From an optimization exercise on the open Yosys and OpenROAD flow, aimed at a short achievable clock period and few clock cycles; shortcuts taken in it are not production practice. The RTL was checked by simulation tests, not by an equivalence proof against the original design.

Design datapath, start of the top module:
module datapath #(
  parameter cpu_pkg::word_t PC_INIT = '0
) (
  input  logic  CLK,
  input  logic  nRST,
  output cpu_pkg::word_t imem_addr,
  input  cpu_pkg::word_t imem_load,
  input  logic  ihit,
  output logic  dmem_ren,
  output logic  dmem_wen,
  output cpu_pkg::word_t dmem_addr,
  output cpu_pkg::word_t dmem_store,
  input  cpu_pkg::word_t dmem_load,
  output logic  halt
);
For scale: about 170 I/O pins, roughly 68000 um2 of cells after synthesis.
Settings: LEC_CHECK=0, CAP_MARGIN=20, CORE_MARGIN=2, CORE_UTILIZATION=40, SLEW_MARGIN=20, SYNTH_HIERARCHICAL=1; clock period 10.0 ns.
standard.sh (not shown) runs the stock make flow with config.mk's settings and CLKGATE_MAP_FILE= SYNTH_SCRIPT=/design/flow/synth_recipe.tcl, a recipe that flattens the netlist after the stock synthesis.
==> flow/flow/run.sh <==
#!/bin/bash
set -uo pipefail
MARGIN=6.8
if bash standard.sh SETUP_SLACK_MARGIN=$MARGIN finish > standard.log 2>&1; then
  exit 0
fi
W=$(pwd)
sed -e "s#$W/orfs#$W/orfs2#g" standard.sh > standard2.sh
rm -f out/final.def
bash standard2.sh SETUP_SLACK_MARGIN=$MARGIN PLACE_DENSITY_LB_ADDON=0.1 finish > standard2.log 2>&1
Testbench counts at the start, summed over its fixed seeds: cycles 21,330.
Edit:
--- a/flow/design.v
+++ b/flow/design.v
@@ -101,16 +101,17 @@
 );
   logic [31:0] pc;           
   logic [31:0] pc_out;       
   logic        ir_v;         
   logic [31:0] ir, ir_pc4;
   logic        idex_v, idex_we, idex_ld, idex_st, idex_br, idex_beq, idex_pt;
   logic [4:0]  idex_dest, idex_shamt;
   logic [31:0] idex_a, idex_b, idex_sd;
+  logic        idex_sdl;     
   logic        idex_sub, idex_op_add, idex_op_and, idex_op_or, idex_op_slt, idex_op_sll;
   logic [29:0] idex_alt;
   logic        exmem_we, exmem_ld, exmem_st;
   logic        exmem_ldi;    
   logic [4:0]  exmem_dest;
   logic [31:0] exmem_res;    
   logic [31:0] exmem_res_n;  
   logic [31:0] exmem_sd;
@@ -196,17 +197,18 @@
     else if (d_ori)              d_b = {16'h0000, d_imm};
     else if (d_lui)              d_b = {d_imm, 16'h0000};
     else                         d_b = d_rt_val;
   end
   assign d_bx = d_sub ? ~d_b : d_b;    
   assign hit_ex_rs = idex_v && idex_we && (idex_dest == d_rs);
   assign hit_ex_rt = idex_v && idex_we && (idex_dest == d_rt);
   assign load_use = idex_v && idex_ld && idex_we &&
-                    ((d_use_rs && idex_dest == d_rs) || (d_use_rt && idex_dest == d_rt));
+                    ((d_use_rs && idex_dest == d_rs) ||
+                     (d_use_rt && !d_sw && idex_dest == d_rt));
   assign stall    = ir_v && load_use;
   logic [31:0] ex_a, ex_b, ex_sum, ex_res;
   logic [32:0] ex_sum1;
   logic        ex_slt, ex_eq, ex_taken;
   assign ex_a   = idex_a;
   assign ex_b   = idex_b;            
   assign ex_sum1 = {ex_a, 1'b1} + {ex_b, idex_sub};
   assign ex_sum  = ex_sum1[32:1];
@@ -257,28 +259,29 @@
     idex_beq    <= d_beq;
     idex_pt     <= d_taken;
     idex_dest   <= d_dest;
     idex_shamt  <= ir[10:6];
     idex_a      <= (!d_lui && hit_ex_rs) ? ex_res : d_a;
     idex_b      <= (d_bfw && hit_ex_rt) ? (d_sub ? ~ex_res : ex_res) : d_bx;
     idex_sd     <= hit_ex_rt ? ex_res : d_rt_val;
     idex_sub    <= d_sub;
+    idex_sdl    <= hit_ex_rt && idex_ld;
     idex_op_add <= d_addu || d_subu || d_addiu || d_lw || d_sw;
     idex_op_and <= d_and;
     idex_op_or  <= d_or || d_ori || d_lui;
     idex_op_slt <= d_slt;
     idex_op_sll <= d_sll;
     idex_alt    <= d_taken ? ir_pc4[31:2] : d_btgt[31:2];
     exmem_dest  <= idex_dest;
     exmem_res   <= ex_res;
     exmem_res_n <= ~ex_res;
     exmem_ldi   <= idex_v && idex_ld;
     exmem_ld    <= idex_v && idex_ld;    
-    exmem_sd    <= idex_sd;
+    exmem_sd    <= idex_sdl ? dmem_load : idex_sd;
     if (exmem_we) rf[exmem_dest] <= m_val;
   end
 endmodule
 module fetch_next (
   input  logic [31:0] w,         
   input  logic        taken,     
   input  logic [31:0] pc,
   input  logic [31:0] pc4,
What happened:
- count of clock-buffer cells in the layout goes down by 3
- via count goes up by 1.5%
- global-route usage goes up by 0.34 points
- clock skew goes up by 0.042 ns
- wire length goes up by about 2%
- synthesized area goes up by about 1%
- die area goes up by 0.97%
- worst setup slack gets worse by 0.0050 ns
- synthesized cell count goes up by about 2%
- sequential cell count goes up by 1
Testbench counts after the change, summed over its fixed seeds: cycles 21,254.

what the ideal ports hide:
No port has a modelled driver above. Below, the same layouts with a new extraction and two added sets of constraints.
Step 1 (the two cells are an assumption about what drives the block):
set clk [get_ports {CLK}]
set_driving_cell -lib_cell sky130_fd_sc_hd__clkbuf_16 $clk
set_driving_cell -lib_cell sky130_fd_sc_hd__buf_2 [delete_from_list [all_inputs] $clk]
Step 2 moves the port delays by t, midway between the first and last clock arrival at a register: inputs arrive t later, outputs are due t later. That takes back most of the time a late clock gives input paths.
Three values: ideal ports, drivers, drivers and shift; two values: the first two.
run | t, ns | setup slack, ns | slew at the worst register clock pin (ns)
the first run | 0.879 | 6.603 / 6.572 / 5.794 | 0.07 / 0.07
the second run | 0.875 | 6.598 / 6.553 / 5.755 | 0.07 / 0.07
After both steps setup and hold are still met in every run listed. The setup slack of the second run, which loses most, moves by -0.045 ns with the drivers and by -0.843 ns with both steps.
